From an optimization exercise on the open Yosys and OpenROAD flow, aimed at small area, a short achievable clock period and few clock cycles; shortcuts taken in it are not production practice. Function was checked by simulation only, so behaviour that the tests miss may differ from the original. No activity file was given, so power comes from the tool's default toggle rates.

`flow/design.v`:
```
package prvs_pkg;
  localparam int SLOTS        = 16;
  localparam int SLOT_W       = 4;
  localparam int AGE_W        = 32;
  localparam int ONES_W       = 6;
  localparam int CMD_W        = 3;
  localparam int POLICY_W     = 2;
  localparam int IN_TDATA_W   = 40;
  localparam int OUT_TDATA_W  = 8;
  localparam logic [CMD_W-1:0] CMD_INSTALL = 3'd0;
  localparam logic [CMD_W-1:0] CMD_REMOVE  = 3'd1;
  localparam logic [CMD_W-1:0] CMD_AGE     = 3'd2;
  localparam logic [CMD_W-1:0] CMD_MARK    = 3'd3;
  localparam logic [CMD_W-1:0] CMD_SELECT  = 3'd4;
  localparam logic [POLICY_W-1:0] POL_AGE  = 2'd0;
  localparam logic [POLICY_W-1:0] POL_ONES = 2'd1;
  localparam logic [POLICY_W-1:0] POL_FIFO = 2'd2;
endpackage
import prvs_pkg::*;
module prvs_ctrl (
  input  logic       clk,
  input  logic       rst_n,
  input  logic       in_tvalid,
  input  logic [2:0] in_tuser,
  output logic       in_tready,
  input  logic       res_v_in,    
  input  logic [4:0] res_d_in,    
  output logic       out_tvalid,
  input  logic       out_tready,
  output logic [4:0] out_d
);
  localparam int QD = 4;          
  logic [2:0] cnt_r;              
  logic       rdy_r;
  logic       ov_r;
  logic [4:0] od_r;
  logic [4:0] q_r [QD];
  logic [1:0] wp_r, rp_r;
  logic [2:0] qn_r;
  logic take, out_free, qempty, push, pop, acc_sel;
  logic       res_v;
  logic [4:0] res_d;
  always_ff @(posedge clk) begin
    res_v <= rst_n && res_v_in;
    res_d <= res_d_in;
  end
  assign take     = ov_r && out_tready;
  assign out_free = !ov_r || out_tready;
  assign qempty   = (qn_r == 3'd0);
  assign pop      = out_free && !qempty;
  assign push     = res_v && !(out_free && qempty);
  assign acc_sel  = in_tvalid && rdy_r && (in_tuser == CMD_SELECT);
  logic [2:0] cnt_up, cnt_dn, qn_free, qn_held;
  assign cnt_up  = cnt_r + 3'd1;
  assign cnt_dn  = cnt_r - 3'd1;
  assign qn_held = qn_r + 3'(res_v);
  assign qn_free = qempty ? 3'd0 : qn_r - 3'd1 + 3'(res_v);
  always_ff @(posedge clk) begin
    if (!rst_n) begin
      cnt_r <= '0;
      rdy_r <= 1'b1;
      ov_r  <= 1'b0;
      wp_r  <= '0;
      rp_r  <= '0;
      qn_r  <= '0;
    end else begin
      case ({acc_sel, take})
        2'b10: begin
          cnt_r <= cnt_up;
          rdy_r <= (cnt_r <= 3'(QD - 1));
        end
        2'b01: begin
          cnt_r <= cnt_dn;
          rdy_r <= 1'b1;
        end
        default: begin
          rdy_r <= (cnt_r <= 3'(QD));
        end
      endcase
      if (out_free) ov_r <= !qempty || res_v;
      if (push) wp_r <= wp_r + 1'b1;
      if (pop)  rp_r <= rp_r + 1'b1;
      qn_r <= out_free ? qn_free : qn_held;
    end
  end
  always_ff @(posedge clk) begin
    if (out_free) od_r <= qempty ? res_d : q_r[rp_r];
    if (push) q_r[wp_r] <= res_d;
  end
  assign in_tready  = rdy_r;
  assign out_tvalid = ov_r;
  assign out_d      = od_r;
endmodule
import prvs_pkg::*;
module prvs_datapath (
  input  logic              clk,
  input  logic              rst_n,
  input  logic              b_inst,      
  input  logic              b_rem,
  input  logic [SLOTS-1:0]  b_wr_oh,     
  input  logic [SLOTS-1:0]  b_above,     
  input  logic              b_mark,
  input  logic              b_sel,
  input  logic              b_ones,      
  input  logic              b_fifo,      
  input  logic              a_fifo,      
  input  logic [SLOT_W-1:0] b_slot,
  input  logic [AGE_W-1:0]  b_key,       
  input  logic [ONES_W-1:0] b_pc,        
  output logic              res_v,
  output logic [4:0]        res_d
);
  logic [AGE_W-1:0]  age_r  [SLOTS];
  logic [ONES_W-1:0] ones_r [SLOTS];
  logic [SLOTS-1:0]  present_r;
  logic [SLOTS-1:0]  acc_r;
  logic [SLOTS-1:0] slot_oh;
  logic [SLOTS-1:0] wr_oh, inst_oh, rem_oh, mark_oh;
  always_comb begin
    slot_oh = '0;
    slot_oh[b_slot] = 1'b1;
  end
  assign wr_oh   = b_wr_oh;
  assign inst_oh = b_inst ? slot_oh : '0;
  assign rem_oh  = b_rem  ? slot_oh : '0;
  assign mark_oh = b_mark ? slot_oh : '0;
  function automatic logic [1:0] gp_tree32(input logic [AGE_W-1:0] g, input logic [AGE_W-1:0] p);
    logic [AGE_W-1:0] gg, pp;
    gg = g;
    pp = p;
    for (int w = 1; w < AGE_W; w = w * 2) begin
      for (int i = 0; i < AGE_W; i = i + 2 * w) begin
        gg[i] = gg[i + w] | (pp[i + w] & gg[i]);
        pp[i] = pp[i + w] & pp[i];
      end
    end
    gp_tree32 = {gg[0], pp[0]};
  endfunction
  function automatic logic [1:0] gp_tree6(input logic [ONES_W-1:0] g, input logic [ONES_W-1:0] p);
    logic gh, ph, gl, pl, gm, pm;
    gl = g[1] | (p[1] & g[0]);
    pl = p[1] & p[0];
    gm = g[3] | (p[3] & g[2]);
    pm = p[3] & p[2];
    gh = g[5] | (p[5] & g[4]);
    ph = p[5] & p[4];
    gm = gm | (pm & gl);
    pm = pm & pl;
    gp_tree6 = {gh | (ph & gm), ph & pm};
  endfunction
  logic [SLOTS-1:0] cin, c0, c1;
  for (genvar j = 0; j < SLOTS; j++) begin : g_cmp
    logic [1:0] ta, to;
    assign cin[j] = b_above[j];
    assign ta = gp_tree32(~b_key & age_r[j], ~b_key | age_r[j]);
    assign to = gp_tree6(~b_pc & ones_r[j], ~b_pc | ones_r[j]);
    assign c0[j] = ta[1] | (ta[0] & cin[j]);
    assign c1[j] = to[1] | (to[0] & c0[j]);
  end
  logic [SLOTS-1:0] q0, q1;
  for (genvar j = 0; j < SLOTS; j++) begin : g_q
    assign q0[j] = slot_oh[j] | (cin[j] ? c0[j] : !c0[j]);
    assign q1[j] = slot_oh[j] | (cin[j] ? c1[j] : !c1[j]);
  end
  for (genvar s = 0; s < SLOTS; s++) begin : g_tab
    always_ff @(posedge clk) begin
      if (wr_oh[s]) begin
        age_r[s]  <= b_key;
        ones_r[s] <= b_pc;
      end
    end
  end
  wire [SLOTS-1:0] ps [SLOTS];
  logic [SLOTS-1:0] mv;               
  for (genvar i = 0; i < SLOTS; i++) begin : g_row
    for (genvar j = 0; j < SLOTS; j++) begin : g_col
      if (i < j) begin : g_pair
        logic o0_r, o1_r, of_r;
        always_ff @(posedge clk) begin
          if (wr_oh[i] || wr_oh[j]) begin
            o0_r <= q0[i] & q0[j];
            o1_r <= q1[i] & q1[j];
          end
          if (inst_oh[i])          of_r <= 1'b0;
          else if (inst_oh[j])     of_r <= 1'b1;
          else if (mv[i] != mv[j]) of_r <= mv[j];
        end
        assign ps[i][j] = b_fifo ? of_r : b_ones ? o1_r : o0_r;
      end else if (i > j) begin : g_mirror
        assign ps[i][j] = !ps[j][i];
      end else begin : g_diag
        assign ps[i][j] = 1'b1;
      end
    end
  end
  logic [SLOTS-1:0] cand, mask, win, red;
  logic             any_cand_r, any_cand_nx, fa_r, fifo_sel;
  assign cand     = present_r & ~acc_r;
  assign mask     = present_r & ~({SLOTS{fa_r}} & acc_r);
  assign fifo_sel = b_sel && b_fifo;
  for (genvar i = 0; i < SLOTS; i++) begin : g_red
    assign red[i] = &(~mask | ps[i]);
    assign win[i] = mask[i] & red[i];
    assign mv[i]  = fifo_sel & present_r[i] & acc_r[i] & (!any_cand_r | red[i]);
  end
  always_comb begin
    if (b_inst)                any_cand_nx = 1'b1;
    else if (b_rem || b_mark)  any_cand_nx = |(cand & ~slot_oh);
    else if (fifo_sel)         any_cand_nx = |present_r;
    else                       any_cand_nx = any_cand_r;
  end
  always_ff @(posedge clk) begin
    if (!rst_n) begin
      present_r  <= '0;
      acc_r      <= '0;
      any_cand_r <= 1'b0;
      fa_r       <= 1'b0;
    end else begin
      any_cand_r <= any_cand_nx;
      fa_r       <= any_cand_nx && a_fifo;
      present_r <= (present_r | inst_oh) & ~rem_oh;
      acc_r     <= (acc_r | mark_oh) & ~inst_oh & ~rem_oh & ~mv;
    end
  end
  logic [SLOT_W-1:0] win_idx;
  always_comb begin
    win_idx = '0;
    for (int k = 0; k < SLOTS; k++) begin
      if (win[k]) win_idx = win_idx | SLOT_W'(k);
    end
  end
  assign res_v = b_sel;
  assign res_d = {|present_r, win_idx};
endmodule
import prvs_pkg::*;
module page_replacement_victim_select_top (
  input  logic                   clk,
  input  logic                   rst_n,
  input  logic                   cfg_we,
  input  logic [POLICY_W-1:0]    cfg_wdata,
  input  logic                   in_tvalid,
  output logic                   in_tready,
  input  logic [IN_TDATA_W-1:0]  in_tdata,    
  input  logic [CMD_W-1:0]       in_tuser,    
  output logic                   out_tvalid,
  input  logic                   out_tready,
  output logic [OUT_TDATA_W-1:0] out_tdata,   
  output logic                   out_tuser    
);
  logic [POLICY_W-1:0] policy_r;
  always_ff @(posedge clk) begin
    if (!rst_n) begin
      policy_r <= POL_AGE;
    end else if (cfg_we) begin
      policy_r <= cfg_wdata;
    end
  end
  function automatic logic [3:0] count_ones8(input logic [7:0] v);
    logic sa, ca, sb, cb, sc, cc, s0, cd, ts, tc, s1, tc2;
    {ca, sa} = 2'(v[0]) + 2'(v[1]) + 2'(v[2]);
    {cb, sb} = 2'(v[3]) + 2'(v[4]) + 2'(v[5]);
    {cc, sc} = 2'(v[6]) + 2'(v[7]);
    {cd, s0} = 2'(sa) + 2'(sb) + 2'(sc);
    {tc, ts} = 2'(ca) + 2'(cb) + 2'(cc);
    {tc2, s1} = 2'(ts) + 2'(cd);
    count_ones8 = {tc & tc2, tc ^ tc2, s1, s0};
  endfunction
  logic              a_v;
  logic [CMD_W-1:0]  a_cmd;
  logic [SLOT_W-1:0] a_slot;
  logic [AGE_W-1:0]  a_age;
  logic [15:0]       a_pc8;
  logic              a_ones, a_fifo;
  always_ff @(posedge clk) begin
    a_v    <= rst_n && in_tvalid && in_tready;
    a_cmd  <= in_tuser;
    a_slot <= in_tdata[SLOT_W-1:0];
    a_age  <= in_tdata[SLOT_W +: AGE_W];
    for (int k = 0; k < 4; k++) begin
      a_pc8[4*k +: 4] <= count_ones8(in_tdata[SLOT_W + 8*k +: 8]);
    end
    a_ones <= (policy_r == POL_ONES);
    a_fifo <= (policy_r == POL_FIFO);
  end
  logic              a_inst;
  logic [AGE_W-1:0]  a_key;
  logic [ONES_W-1:0] a_pc;
  assign a_inst = (a_cmd == CMD_INSTALL);
  assign a_key  = a_inst ? {AGE_W{a_ones}} : a_age;
  assign a_pc   = a_inst ? (a_ones ? ONES_W'(AGE_W) : '0) :
                  ONES_W'(a_pc8[3:0]) + ONES_W'(a_pc8[7:4]) + ONES_W'(a_pc8[11:8]) + ONES_W'(a_pc8[15:12]);
  logic              b_inst, b_rem, b_mark, b_sel, b_ones, b_fifo;
  logic [SLOT_W-1:0] b_slot;
  logic [SLOTS-1:0]  b_wr_oh;    
  logic [SLOTS-1:0]  b_above;    
  logic [AGE_W-1:0]  b_key;
  logic [ONES_W-1:0] b_pc;
  always_ff @(posedge clk) begin
    b_inst <= rst_n && a_v && (a_cmd == CMD_INSTALL);
    b_rem  <= rst_n && a_v && (a_cmd == CMD_REMOVE);
    for (int k = 0; k < SLOTS; k++) begin
      b_above[k] <= (a_slot < SLOT_W'(k));
      b_wr_oh[k] <= rst_n && a_v && ((a_cmd == CMD_INSTALL) || (a_cmd == CMD_AGE)) && (a_slot == SLOT_W'(k));
    end
    b_mark <= rst_n && a_v && (a_cmd == CMD_MARK);
    b_sel  <= rst_n && a_v && (a_cmd == CMD_SELECT);
    b_ones <= a_ones;
    b_fifo <= a_fifo;
    b_slot <= a_slot;
    b_key  <= a_key;
    b_pc   <= a_pc;
  end
  logic       res_v;
  logic [4:0] res_d;
  logic [4:0] out_d;
  prvs_datapath u_datapath (
    .clk    (clk),
    .rst_n  (rst_n),
    .b_inst (b_inst),
    .b_rem  (b_rem),
    .b_wr_oh (b_wr_oh),
    .b_above (b_above),
    .b_mark (b_mark),
    .b_sel  (b_sel),
    .b_ones (b_ones),
    .b_fifo (b_fifo),
    .a_fifo (a_fifo),
    .b_slot (b_slot),
    .b_key  (b_key),
    .b_pc   (b_pc),
    .res_v  (res_v),
    .res_d  (res_d)
  );
  prvs_ctrl u_ctrl (
    .clk        (clk),
    .rst_n      (rst_n),
    .in_tvalid  (in_tvalid),
    .in_tuser   (in_tuser),
    .in_tready  (in_tready),
    .res_v_in   (res_v),
    .res_d_in   (res_d),
    .out_tvalid (out_tvalid),
    .out_tready (out_tready),
    .out_d      (out_d)
  );
  assign out_tdata = OUT_TDATA_W'(out_d[3:0]);
  assign out_tuser = out_d[4];
endmodule
```
`flow/flow/run.sh`:
```
#!/bin/bash
# Layout flow: the standard layout (standard.sh: unchanged synthesis and
# steps) with two changes to how the layout is optimised, not to what is
# measured: the port buffers are buf_4 cells instead of the delay buffer that
# buffer_ports picks by default, and the timing repair steps aim at a tighter
# internal target than the 10 ns clock so that the achieved period is short.
# The clock, the SDC and every other setting are the design's.
set -euo pipefail
export BUFFER_PORTS_ARGS="-buffer_cell sky130_fd_sc_hd__buf_4"
export SETUP_SLACK_MARGIN=6.5
bash standard.sh > standard.log 2>&1
```
`flow/standard.sh`:
```
#!/bin/bash
# synth_recipe.tcl (not shown) runs the flow's synth.tcl, then flattens the netlist and writes it again
# the make line also repeats each setting of config.mk as NAME=value (left out here)
make -C /OpenROAD-flow-scripts/flow DESIGN_CONFIG=/design/flow/config.mk WORK_HOME=/design/flow/orfs CLKGATE_MAP_FILE= SYNTH_SCRIPT=/design/flow/synth_recipe.tcl "${@:-finish}"
```
`flow/config.mk`:
```
export PLATFORM = sky130hd
export DESIGN_NAME = page_replacement_victim_select_top
export DESIGN_NICKNAME = page_replacement_victim_select_top
export VERILOG_FILES = /design/flow/design.v
export SDC_FILE = /design/flow/constraint.sdc
export NUM_CORES = 4
export LEC_CHECK = 0
export CAP_MARGIN = 20
export CORE_MARGIN = 2
export CORE_UTILIZATION = 50
export SLEW_MARGIN = 20
export TNS_END_PERCENT = 10
```
`flow/constraint.sdc`:
```
create_clock -name core_clock -period 10.0 [get_ports {clk}]
set_input_delay 2.0000 -clock core_clock [delete_from_list [all_inputs] [get_ports {clk}]]
set_output_delay 2.0000 -clock core_clock [all_outputs]
set_load 0.01 [all_outputs]
```
==> results.py, run 1 <==
metrics = {
    "run_status": {
        "status": "finished clean",
    },
    "clocking": {
        "cts_buffer_depth": 3,
        "cts-buffers-inserted": 133,
        "clock-sinks": 1186,
        "insertion_delay_ns": 0.76,
        "cts_tree": "done",
        "path_clk_slew_ns": 0.06,
        "ctsHoldBuffers": 0,
        "cts_htree_levels": 4,
        "cts_root_buf": "clkbuf_16",
    },
    "sta": {
        "finalSetupViolations": 0,
        "hold_viol": 0,
        "relSlewSlack": 0.0803,
        "setup_tns_ns": 0,
        "worst_slew_pin_slew_ns": 1.38,
        "slew_viol_final": 0,
        "fmax_mhz": 270,
        "skew_ns": 0.0293,
        "rsz0062_at_grt": "yes",
        "holdWs_ns": 0.364,
        "period_minus_slack_ns": 3.70,
        "timing.final.crit_share": 0.370,
    },
    "pwr": {
        "vdd_drop_max_v": 0.000223,
        "power_mw": 12.8,
        "p_leak_nw": 23.2,
        "power_density_nw_per_um2": 198,
    },
    "layout": {
        "layout_common_cells": "edfxtp_1, nor2_1, dfxtp_1",
        "stdcell_count": 6536,
        "fillCellCount": 8797,
        "ff_latch_area_um2": 32600,
        "syn_to_final_growth_pct": 17.3,
        "fin_nets": 5051,
        "layout_commonest_cell": "edfxtp_1",
        "fin_util": 0.593,
        "drive_gt1_frac": 0.187,
        "multiInputGateArea_um2": 21400,
    },
    "logic_synthesis": {
        "yosys.cell_types.count": 101,
        "synthFlopType": "edfxtp_1",
        "ys_seq_elements": 1186,
        "synthArstFlopShare": 0,
        "post-synth-top-area-cell": "edfxtp_1",
        "synth-edff-count": 873,
        "synth_warnings": 5,
        "netlist_instances": 4754,
        "seq_area_frac_synth": 0.589,
        "syn_area_um2": 55200,
        "netlist.area_leader.share": 0.475,
        "avgSynthCellArea_um2": 11.6,
        "yosys-top-cells-area": "edfxtp_1, dfxtp_1, maj3_1",
    },
    "routing": {
        "postRouteAntennaNets": 0,
        "drc_errors": 0,
        "drt-initial-drc-count": 4476,
        "vias": 40700,
        "wirelength_um": 191000,
        "avgViaCountPerCell": 6.22,
        "drt_pass1_iterations": 6,
        "wire_per_inst_um": 29.3,
    },
    "min_path": {
        "whs_path_depth": 0,
        "hold_class": "flip-flop to flip-flop",
        "min_from": "a_fifo",
        "holdPathEnd": "b_fifo",
    },
    "worst_setup_path": {
        "rr_worst_depth": 12,
        "worstPathMaxFanout": 14,
        "r2r_slack_ns": 6.30,
        "cp.arrival_ns": 4.34,
        "critPathCaptureType": "flip-flop",
        "r2r-end": "u_datapath.g_row[12].g_col[14].g_pair.of_r",
        "worstSetupStartpointType": "flip-flop",
        "r2r-start": "b_ones",
        "worstPathRequired_ns": 10.64,
        "path_class": "flip-flop to flip-flop",
    },
    "grt": {
        "grt_antenna_before_repair": 4,
        "grt_overflow": 0,
        "grt_max_degree": 79,
        "grt_pass1_wl_um": 264000,
        "track_usage": 0.325,
        "grt_pass1_vias": 38800,
    },
    "placed_design": {
        "routabilityCongestion": 1.00,
        "portBuffers": 52,
        "dp.cells": 6124,
        "dp_hpwl_um": 117000,
    },
    "floorplanning": {
        "start_util": 0.506,
        "die_w_um": 336,
        "num_rows": 121,
        "die_h_um": 336,
        "ios": 61,
        "core-area_um2": 109000,
        "die-area_um2": 113000,
    },
    "flow_run": {
        "cap_violations": 0,
    },
}
==> state kept, by name, indices dropped and copies added, names as in the netlist, 4 cells and up, named ones only <==
name / cells
u_datapath.acc_r: 16
u_datapath.ones_r: 96
u_datapath.g_row.g_col.g_pair.o1_r: 120
u_datapath.g_row.g_col.g_pair.of_r: 120
u_ctrl.od_r: 5
a_pc8: 16
b_slot: 4
b_pc: 6
a_age: 32
a_slot: 4
b_above: 15
u_datapath.present_r: 16
u_ctrl.res_d: 5
b_key: 32
u_datapath.age_r: 512
u_datapath.g_row.g_col.g_pair.o0_r: 120
b_wr_oh: 16
u_ctrl.q_r: 20
==> through the flow <==
step,worst slack (ns),area [um^2]
floorplan,6.49,55200
global placement,4.91,57000
detailed placement,4.86,57000
CTS,6.30,63400
global route,6.32,64700
finish,6.30,64800
==> critical path, stage by stage, from the launching register on <==
cell and delay [ns]:
dfxtp_4 0.41, buf_4 0.15, buf_16 0.19, mux2i_2 0.44
o21ai_0 0.33, a22oi_1 0.23, o221ai_1 0.13, nor3_1 0.22
nand3_1 0.22, a21oi_1 0.43, inv_1 0.23, maj3_1 0.39
o21a_1 0.17
==> repair_timing <==
item                                    in CTS  in global routing
buffers inserted                            75                 49
pin swaps                                   28                 20
resized for setup                          254                138
cloned                                      17                 21
endpoints found under the hold margin        0                  0
endpoints found under the setup margin     381                360
==> layout make-up <==
cell class / instances / area share
Clock inverter: 64 / 0.00792
Timing Repair inverter: 4 / 0.000425
Inverter: 231 / 0.0151
Multi-Input combinational cell: 3070 / 0.330
Antenna cell: 6 / 0.000232
Tap cell: 1476 / 0.0285
Timing Repair Buffer: 319 / 0.0568
Sequential cell: 1186 / 0.503
Clock buffer: 180 / 0.0576
==> per-layer routing <==
layer | wire length, um | share of wire | GRT usage | vias to the layer above
met5 | 0 | 0 | 0 | -
met4 | 11700 | 0.061 | 0.174 | 0
met2 | 91300 | 0.48 | 0.538 | 1849
li1 | - | - | - | 18000
met3 | 14100 | 0.074 | 0.0501 | 469
met1 | 74100 | 0.39 | 0.410 | 20300
==> worst max path at each step <==
stage / depth (start not counted) / from / to / slack [ns]
CTS: 10 / b_ones / u_datapath.g_row[6].g_col[10].g_pair.of_r / 6.30
floorplan: 6 / in_tdata[30] / a_pc8[14] / 6.49
global route: 12 / b_key[23] / u_datapath.g_row[0].g_col[5].g_pair.o1_r / 6.32
global placement: 11 / b_fifo / u_datapath.g_row[13].g_col[14].g_pair.of_r / 4.91
finish: 12 / b_ones / u_datapath.g_row[12].g_col[14].g_pair.of_r / 6.30
detailed placement: 10 / b_key[12] / u_datapath.g_row[0].g_col[5].g_pair.o1_r / 4.86
==> synthesized netlist by cell type, types with 68 or more instances <==
master    instances
a21oi_1         222
nor3_1           78
nand2b_1         80
o22ai_1         174
a22oi_1          68
mux2i_1         127
or2_2           128
buf_2            76
dfxtp_1         313
nand2_1         258
nor2_1          491
o21a_1          121
inv_1           215
clkbuf_1        121
nor2b_1         145
edfxtp_1        873
maj3_1          275
o21ai_0         139
==> report_power, final <==
part / switching, mW / internal, mW / leakage (nW)
Sequential: 0.0968 / 5.54 / 10.5
Combinational: 1.53 / 0.885 / 10.6
Clock: 2.01 / 2.76 / 2.07
==> cell families after synthesis <==
| family | count (synthesis) | share of synthesized area |
|---|---|---|
| adder cells (fa/ha/maj) | 353 | 0.0705 |
| flip-flops | 1186 | 0.589 |
| buffers and inverters | 504 | 0.0408 |
| multiplexers | 142 | 0.0275 |
| AND/OR/NAND/NOR | 1381 | 0.122 |
| other | 1 | 0.0000679 |
| AO/OA/AOI/OAI | 1166 | 0.147 |
| XOR/XNOR | 21 | 0.00333 |
Testbench counts, summed over its fixed seeds: cycles 12,069.
==> run 2: changes to the inputs <==
--- a/flow/design.v
+++ b/flow/design.v
@@ -25,4 +25,4 @@
   output logic       in_tready,
-  input  logic       res_v_in,    
-  input  logic [4:0] res_d_in,    
+  input  logic       res_v,       
+  input  logic [4:0] res_d,       
   output logic       out_tvalid,
@@ -40,8 +40,2 @@
   logic take, out_free, qempty, push, pop, acc_sel;
-  logic       res_v;
-  logic [4:0] res_d;
-  always_ff @(posedge clk) begin
-    res_v <= rst_n && res_v_in;
-    res_d <= res_d_in;
-  end
   assign take     = ov_r && out_tready;
@@ -67,14 +61,7 @@
       case ({acc_sel, take})
-        2'b10: begin
-          cnt_r <= cnt_up;
-          rdy_r <= (cnt_r <= 3'(QD - 1));
-        end
-        2'b01: begin
-          cnt_r <= cnt_dn;
-          rdy_r <= 1'b1;
-        end
-        default: begin
-          rdy_r <= (cnt_r <= 3'(QD));
-        end
+        2'b10:   cnt_r <= cnt_up;
+        2'b01:   cnt_r <= cnt_dn;
+        default: cnt_r <= cnt_r;
       endcase
+      rdy_r <= (cnt_r <= 3'(QD - 1));
       if (out_free) ov_r <= !qempty || res_v;
@@ -99,4 +86,3 @@
   input  logic              b_rem,
-  input  logic [SLOTS-1:0]  b_wr_oh,     
-  input  logic [SLOTS-1:0]  b_above,     
+  input  logic              b_wr,        
   input  logic              b_mark,
@@ -122,3 +108,3 @@
   end
-  assign wr_oh   = b_wr_oh;
+  assign wr_oh   = b_wr   ? slot_oh : '0;
   assign inst_oh = b_inst ? slot_oh : '0;
@@ -153,3 +139,3 @@
     logic [1:0] ta, to;
-    assign cin[j] = b_above[j];
+    assign cin[j] = (b_slot < SLOT_W'(j));
     assign ta = gp_tree32(~b_key & age_r[j], ~b_key | age_r[j]);
@@ -291,6 +277,4 @@
                   ONES_W'(a_pc8[3:0]) + ONES_W'(a_pc8[7:4]) + ONES_W'(a_pc8[11:8]) + ONES_W'(a_pc8[15:12]);
-  logic              b_inst, b_rem, b_mark, b_sel, b_ones, b_fifo;
+  logic              b_inst, b_rem, b_wr, b_mark, b_sel, b_ones, b_fifo;
   logic [SLOT_W-1:0] b_slot;
-  logic [SLOTS-1:0]  b_wr_oh;    
-  logic [SLOTS-1:0]  b_above;    
   logic [AGE_W-1:0]  b_key;
@@ -300,6 +284,3 @@
     b_rem  <= rst_n && a_v && (a_cmd == CMD_REMOVE);
-    for (int k = 0; k < SLOTS; k++) begin
-      b_above[k] <= (a_slot < SLOT_W'(k));
-      b_wr_oh[k] <= rst_n && a_v && ((a_cmd == CMD_INSTALL) || (a_cmd == CMD_AGE)) && (a_slot == SLOT_W'(k));
-    end
+    b_wr   <= rst_n && a_v && ((a_cmd == CMD_INSTALL) || (a_cmd == CMD_AGE));
     b_mark <= rst_n && a_v && (a_cmd == CMD_MARK);
@@ -320,4 +301,3 @@
     .b_rem  (b_rem),
-    .b_wr_oh (b_wr_oh),
-    .b_above (b_above),
+    .b_wr   (b_wr),
     .b_mark (b_mark),
@@ -339,4 +319,4 @@
     .in_tready  (in_tready),
-    .res_v_in   (res_v),
-    .res_d_in   (res_d),
+    .res_v      (res_v),
+    .res_d      (res_d),
     .out_tvalid (out_tvalid),
--- a/flow/flow/run.sh
+++ b/flow/flow/run.sh
@@ -9,3 +9,3 @@
 export BUFFER_PORTS_ARGS="-buffer_cell sky130_fd_sc_hd__buf_4"
-export SETUP_SLACK_MARGIN=6.5
+export SETUP_SLACK_MARGIN=6.3
 bash standard.sh > standard.log 2>&1
==> run 2 against run 1 <==
Effect of this change: synthesized cell count grew 2.4%; sequential power fell by 3%; synthesized area is 0.79% lower; register-to-register slack got worse by 0.21 ns; critical path type unchanged; power down 2.5%; sequential share of layout area down 0.36 points; maximum frequency down 5.4%; global-route usage up 2.6 points; largest cell class unchanged; critical endpoint is now u_datapath.g_row[11].g_col[15].g_pair.of_r; clock power shrank 4.6%; utilization fell by 0.76 points; critical path depth grew 4.
==> results.py, run 2 <==
metrics = {
    "placed_design": {
        "dp_hpwl_um": 129000,
        "dp_slack_ns": 4.49,
        "routabilityCongestion": 1.02,
        "place_area_um2": 56700,
        "portBuffers": 52,
    },
    "sta": {
        "slew_viol_final": 0,
        "rsz0062_at_grt": "yes",
        "fin_ws_ns": 6.09,
        "setup_tns_ns": 0,
        "worst_slew_pin_slew_ns": 1.25,
        "timing.final.crit_share": 0.391,
        "finalSetupViolations": 0,
        "skew_ns": 0.0427,
        "hold_viol": 0,
        "relSlewSlack": 0.169,
        "period_minus_slack_ns": 3.91,
        "fmax_mhz": 256,
    },
    "floorplanning": {
        "die_w_um": 335,
        "core-area_um2": 109000,
        "die-area_um2": 112000,
        "num_rows": 121,
        "start_util": 0.504,
        "die_h_um": 335,
        "ios": 61,
    },
    "worst_setup_path": {
        "worstPathRequired_ns": 10.63,
        "max_stage_delay_ns": 0.38,
        "worstPathMaxFanout": 7,
        "critical_path.cell_chain": "buf_12, buf_12, buf_16, buf_12, mux2i_1, nor2_1, a21oi_1, o22ai_1, a2111oi_0, nand3_1, buf_4, a21oi_2, buf_4, inv_1, maj3_1, o21a_1",
        "crit_path_frequent_cell": "buf_12",
        "critPathCaptureType": "flip-flop",
        "cp.arrival_ns": 4.54,
        "worstSetupStartpointType": "flip-flop",
        "path_class": "flip-flop to flip-flop",
        "crit_slowest_cell": "a2111oi_0",
    },
    "logic_synthesis": {
        "synth-edff-count": 873,
        "synth_common_cells": "edfxtp_1, nor2_1, nand2_1",
        "synthFlopType": "edfxtp_1",
        "post-synth-top-area-cell": "edfxtp_1",
        "netlist.area_leader.share": 0.479,
        "synthArstFlopShare": 0,
        "yosys.cell_types.count": 103,
        "ys_seq_elements": 1150,
        "netlist_instances": 4868,
        "syn_area_um2": 54800,
        "yosys-top-cells-area": "edfxtp_1, dfxtp_1, maj3_1",
        "synth_warnings": 5,
        "seq_area_frac_synth": 0.580,
        "synth_most_common_cell": "edfxtp_1",
        "avgSynthCellArea_um2": 11.2,
    },
    "clocking": {
        "cts_tree": "done",
        "clock-sinks": 1150,
        "cts_buffer_depth": 3,
        "ctsHoldBuffers": 0,
        "cts_htree_levels": 3,
        "path_clk_slew_ns": 0.06,
        "cts_root_buf": "clkbuf_16",
        "insertion_delay_ns": 0.75,
        "cts-buffers-inserted": 121,
    },
    "run_status": {
        "status": "finished clean",
    },
    "routing": {
        "drt_pass1_iterations": 6,
        "postRouteAntennaNets": 0,
        "wire_per_inst_um": 30.6,
        "wirelength_um": 200000,
        "vias": 41300,
        "drc_errors": 0,
        "avgViaCountPerCell": 6.33,
        "drt-initial-drc-count": 4317,
    },
    "grt": {
        "track_usage": 0.351,
        "grt_pass1_wl_um": 282000,
        "grt_antenna_before_repair": 5,
        "grt_max_degree": 94,
        "grt_overflow": 0,
        "grt_pass1_vias": 39500,
    },
    "pwr": {
        "clkPwrFrac": 0.364,
        "comb_power_share": 0.198,
        "p_int_mw": 8.89,
        "power_density_nw_per_um2": 196,
        "p_sw_mw": 3.61,
        "seq_power_share": 0.438,
        "vdd_drop_max_v": 0.000184,
        "power_switching_share": 0.289,
        "p_leak_nw": 23.2,
    },
    "layout": {
        "largest_reg_flops": 512,
        "regMostFlops": "u_datapath.age_r",
        "layout_common_cells": "edfxtp_1, nor2_1, nand2_1",
        "antenna_cells": 0,
        "finish.instance_area_um2": 63700,
        "fin_nets": 5112,
        "syn_to_final_growth_pct": 16.3,
        "drive_gt1_frac": 0.153,
        "layout_commonest_cell": "edfxtp_1",
    },
    "min_path": {
        "hold_class": "flip-flop to flip-flop",
    },
    "flow_run": {
        "cap_violations": 0,
    },
}
==> run 2: area by class of cell <==
| class | count | area (um^2) |
|---|---|---|
| clock buffers | 176 | 3570 |
| clock inverters | 53 | 472 |
| fillers | 9001 | 45000 |
| inverters | 257 | 1070 |
| multi-input cells | 3167 | 21800 |
| flip-flops and latches | 1150 | 31800 |
| well taps | 1414 | 1770 |
| repair buffers | 306 | 3200 |
| repair inverters | 3 | 22.5 |
==> run 2: logic make-up after synthesis <==
logic type | share of synthesized area
AND/OR/NAND/NOR | 0.126
AO/OA/AOI/OAI | 0.148
flip-flops | 0.580
buffers and inverters | 0.0419
adder cells (fa/ha/maj) | 0.0724
multiplexers | 0.0275
XOR/XNOR | 0.00352
other | 0.0000685
==> run 2: path summary, 6_finish.rpt <==
path             start                                    endpoint  slack [ns]  cells after the start
min reg2reg  a_slot[3]                                   b_slot[3]        0.33                      0
max             b_ones  u_datapath.g_row[11].g_col[15].g_pair.of_r        6.09                     16
min          a_slot[3]                                   b_slot[3]        0.33                      0
max reg2reg     b_ones  u_datapath.g_row[11].g_col[15].g_pair.of_r        6.09                     16
==> run 2: worst max-delay path: cells and delay by family, from the launching register on <==
family	cells	cell delay, ns
flip-flops	1	0.35
buffers and inverters	7	1.21
AND/OR/NAND/NOR	2	0.19
multiplexers	1	0.35
AO/OA/AOI/OAI	5	1.33
adder cells (fa/ha/maj)	1	0.35
==> run 2: stage by stage <==
step / utilization / cells / hold slack [ns] / power [mW]
2_1_floorplan: - / 4871 / 0.310 / 6.86
3_3_place_gp: 0.522 / 6164 / 0.311 / 7.65
3_5_place_dp: 0.522 / 6164 / 0.316 / 7.68
4_1_cts: 0.581 / 6500 / 0.328 / 12.5
5_1_grt: 0.586 / 6526 / 0.333 / 12.9
6_report: 0.586 / 6526 / 0.326 / 12.5
==> run 2: per-layer routing <==
layer  wire length [um]  share of wire  up-vias  GRT usage
li1                   -              -    18300          -
met1              76200           0.38    20500      0.429
met2              95000           0.48     1953      0.582
met3              13900          0.070      528     0.0561
met4              14700          0.073        4      0.220
met5                 27        0.00014        -          0
==> run 2: power by group through the flow <==
stage               logic [mW]  clock network, mW  registers, mW
floorplan                 1.26                  0           5.60
finish                    2.48               4.55           5.48
global placement          2.07                  0           5.58
global route              2.64               4.79           5.48
detailed placement        2.10                  0           5.58
CTS                       2.44               4.59           5.48
==> run 2: repair_timing <==
action / in CTS / in global routing
hold endpoints to repair: 0 / 0
pin swaps: 45 / 14
gates resized for setup: 259 / 53
setup buffers: 94 / 22
cloned: 13 / 4
endpoints found under the setup margin: 978 / 732
Testbench counts of run 2, summed over its fixed seeds: cycles 12,052.
==> run 3: changes to the inputs <==
==> flow/flow/run.sh (replaced) <==
#!/bin/bash
# Layout flow: the standard layout (standard.sh, unchanged synthesis and
# steps), with the timing repair steps asked to close to a tighter internal
# target than the 10 ns clock so the achieved period is short. The clock,
# SDC and every other setting are the design's.
set -euo pipefail
export SETUP_SLACK_MARGIN=6.3
bash standard.sh > standard.log 2>&1
--- a/flow/config.mk
+++ b/flow/config.mk
@@ -7,6 +7,6 @@
 export LEC_CHECK = 0
+export ABC_CLOCK_PERIOD_IN_PS = 3500
 export CAP_MARGIN = 20
 export CORE_MARGIN = 2
-export CORE_UTILIZATION = 50
+export CORE_UTILIZATION = 40
 export SLEW_MARGIN = 20
-export TNS_END_PERCENT = 10
==> run 3 against run 2 <==
Effect of this change: setup slack improved by 0.064 ns; largest cell class unchanged; critical path type unchanged; largest power group unchanged; synthesized cell count did not move; via count rose by 2.9%; final area rose by 4.7%; combinational power rose by 19%.
==> results.py, run 3 <==
metrics = {
    "worst_setup_path": {
        "worstSetupStartpointType": "flip-flop",
        "max_stage_delay_ns": 0.38,
        "cp.arrival_ns": 4.38,
        "crit_family": "compound AO/OA/AOI/OAI gates",
        "critical_path.cell_chain": "buf_8, buf_4, nand3_4, maj3_2, a31oi_1, nand4_1, a2bb2oi_4, o21ai_4, or2_1, a31oi_4, mux2i_4, buf_12, buf_16, nor2_1",
        "worstPathRequired_ns": 10.54,
        "crit_buf_inv": 4,
        "path_class": "flip-flop to flip-flop",
        "r2r-start": "b_slot[1]",
        "rr_worst_depth": 14,
        "r2r-end": "u_datapath.g_row[10].g_col[14].g_pair.o1_r",
        "crit_slowest_cell": "maj3_2",
        "worstPathMaxFanout": 7,
        "critPathCaptureType": "flip-flop",
        "r2r_slack_ns": 6.15,
    },
    "logic_synthesis": {
        "yosys.cell_types.count": 103,
        "synth_most_common_cell": "edfxtp_1",
        "synth_warnings": 5,
        "synthFlopType": "edfxtp_1",
        "netlist_instances": 4868,
        "avgSynthCellArea_um2": 11.2,
        "post-synth-top-area-cell": "edfxtp_1",
        "synthArstFlopShare": 0,
        "syn_area_um2": 54800,
        "synth-edff-count": 873,
        "synth_common_cells": "edfxtp_1, nor2_1, nand2_1",
        "netlist.area_leader.share": 0.479,
        "yosys-top-cells-area": "edfxtp_1, dfxtp_1, maj3_1",
        "ys_seq_elements": 1150,
        "seq_area_frac_synth": 0.580,
    },
    "layout": {
        "fin_util": 0.492,
        "layout_common_cells": "edfxtp_1, nor2_1, nand2_1",
        "largest_reg_flops": 512,
        "drive_gt1_frac": 0.177,
        "fin_nets": 5187,
        "syn_to_final_growth_pct": 21.8,
        "regMostFlops": "u_datapath.age_r",
        "multiInputGateArea_um2": 22600,
        "layout_commonest_cell": "edfxtp_1",
        "fillCellCount": 11900,
        "ff_latch_area_um2": 31800,
    },
    "run_status": {
        "status": "finished clean",
    },
    "clocking": {
        "cts_buffer_depth": 3,
        "clock-sinks": 1150,
        "path_clk_slew_ns": 0.06,
        "cts_htree_levels": 4,
        "cts_tree": "done",
        "cts-buffers-inserted": 131,
        "insertion_delay_ns": 0.79,
        "cts_root_buf": "clkbuf_16",
    },
    "sta": {
        "finalSetupViolations": 0,
        "rsz0062_at_grt": "yes",
        "fmax_mhz": 260,
        "setup_tns_ns": 0,
        "period_minus_slack_ns": 3.85,
        "worst_slew_pin_slew_ns": 1.19,
        "hold_viol": 0,
        "slew_viol_final": 0,
        "timing.final.crit_share": 0.385,
        "skew_ns": 0.0525,
        "relSlewSlack": 0.205,
    },
    "placed_design": {
        "portBuffers": 52,
        "routabilityCongestion": 0.991,
        "dp_hpwl_um": 128000,
    },
    "pwr": {
        "p_leak_nw": 24.0,
        "power_density_nw_per_um2": 198,
        "vdd_drop_max_v": 0.000129,
    },
    "min_path": {
        "whs_path_depth": 0,
        "holdPathEnd": "b_slot[1]",
        "hold_class": "flip-flop to flip-flop",
        "min_from": "a_slot[1]",
    },
    "routing": {
        "drt-initial-drc-count": 5497,
        "postRouteAntennaNets": 0,
        "wire_per_inst_um": 29.6,
        "avgViaCountPerCell": 6.10,
        "wirelength_um": 206000,
        "drc_errors": 0,
        "vias": 42500,
        "drt_pass1_iterations": 6,
    },
    "floorplanning": {
        "start_util": 0.404,
        "die_h_um": 374,
        "num_rows": 135,
        "core-area_um2": 136000,
        "die-area_um2": 140000,
        "die_w_um": 374,
        "ios": 61,
    },
    "grt": {
        "grt_max_degree": 67,
        "grt_overflow": 0,
        "grt_pass1_wl_um": 283000,
        "grt_antenna_before_repair": 2,
        "grt_pass1_vias": 39400,
        "track_usage": 0.279,
    },
    "flow_run": {
        "cap_violations": 0,
    },
}
-- run 3: cell types whose count changed in the layout (fill, tap and decap cells not counted), sizes merged, moves of 4 or more --
cell | previous run | this run
bufbuf | 4 | 9
dlygate4sd2 | 0 | 6
inv | 226 | 230
clkinv | 61 | 52
clkbuf | 181 | 197
clkdlybuf4s50 | 0 | 46
-- run 3: timing repair --
| action | 4_1_cts | 5_1_grt |
|---|---|---|
| pin swaps | 55 | 90 |
| hold buffers | 0 | 0 |
| setup endpoints to repair | 973 | 758 |
| hold endpoints to repair | 0 | 0 |
| gates cloned | 18 | 17 |
| setup buffers | 111 | 57 |
| resized for setup | 362 | 307 |
-- run 3: how the worst max path moves through the flow --
| stage | from | depth (start not counted) | endpoint |
|---|---|---|---|
| CTS | b_slot[1] | 9 | u_datapath.ones_r[7][4] |
| global route | b_key[7] | 15 | u_datapath.g_row[0].g_col[14].g_pair.o1_r |
| detailed placement | b_key[6] | 11 | u_datapath.g_row[14].g_col[15].g_pair.o1_r |
| floorplan | in_tdata[20] | 6 | a_pc8[10] |
| finish | b_slot[1] | 14 | u_datapath.g_row[10].g_col[14].g_pair.o1_r |
| global placement | b_key[6] | 11 | u_datapath.g_row[14].g_col[15].g_pair.o1_r |
-- run 3: per-layer routing --
metal / vias to the layer above / GRT usage / share of wire
met1: 21300 / 0.384 / 0.41
li1: 18400 / - / -
met4: 4 / 0.119 / 0.050
met5: - / 0 / 0.00013
met2: 2311 / 0.433 / 0.45
met3: 456 / 0.0486 / 0.088
-- run 3: where the power goes --
part           internal (mW)  switching, mW
clock                   2.70           2.10
combinational           1.11           1.84
sequential              5.39         0.0866
total                   9.20           4.02
-- run 3: through the flow --
| step | area (um^2) | hold WS [ns] | worst slack, ns | power (mW) | instances |
|---|---|---|---|---|---|
| floorplan | 54800 | 0.310 | 6.41 | 6.86 | 4871 |
| global placement | 57200 | 0.318 | 4.30 | 7.69 | 6525 |
| global route | 66700 | 0.336 | 6.15 | 13.6 | 6967 |
| detailed placement | 57200 | 0.316 | 4.28 | 7.73 | 6526 |
| finish | 66700 | 0.328 | 6.15 | 13.2 | 6969 |
| CTS | 64600 | 0.331 | 6.23 | 12.9 | 6893 |
-- run 3: kinds of logic (layout without fill, tap and decap cells) --
kind of cell,after synthesis,in the layout,share of synthesized area
AND/OR/NAND/NOR,1471,1473,0.126
AO/OA/AOI/OAI,1166,1167,0.148
flip-flops,1150,1150,0.580
buffers and inverters,555,867,0.0419
adder cells (fa/ha/maj),362,362,0.0724
multiplexers,141,141,0.0275
XOR/XNOR,22,22,0.00352
other,1,6,0.0000685
-- run 3: layout make-up --
class,count,area share
multi-input cells,3169,0.339
clock inverters,52,0.0101
flip-flops and latches,1150,0.477
clock buffers,186,0.0552
diodes,2,0.0000751
repair inverters,1,0.0000751
inverters,257,0.0177
repair buffers,371,0.0669
well taps,1781,0.0334

-- what the ideal ports hide --
The flow's constraints put no driver on any port. The routed layouts listed below were extracted and timed again, unchanged, in two steps.
Step 1 (the two cells are an assumption about what drives the block):
set clk [get_ports {clk}]
set_driving_cell -lib_cell sky130_fd_sc_hd__clkbuf_16 $clk
set_driving_cell -lib_cell sky130_fd_sc_hd__buf_2 [delete_from_list [all_inputs] $clk]
Step 2 also shifts input and output timing later by t, the mid clock arrival at the registers, as if the neighbouring blocks saw the same clock.
Slacks: ideal ports / drivers / drivers and shift; pairs: ideal ports / drivers.
| run | t, ns | slack for setup (ns) | worst setup path at the end |
|---|---|---|---|
| run 1 | 0.812 | 6.301 / 6.301 / 6.000 | input to register |
| run 2 | 0.804 | 6.091 / 6.091 / 6.079 | input to register |
| run 3 | 0.839 | 6.155 / 6.155 / 5.672 | input to register |
After both steps every run listed still meets setup and hold. The setup slack of run 3, which loses most, moves by 0.000 ns with the drivers and by -0.483 ns with both steps.
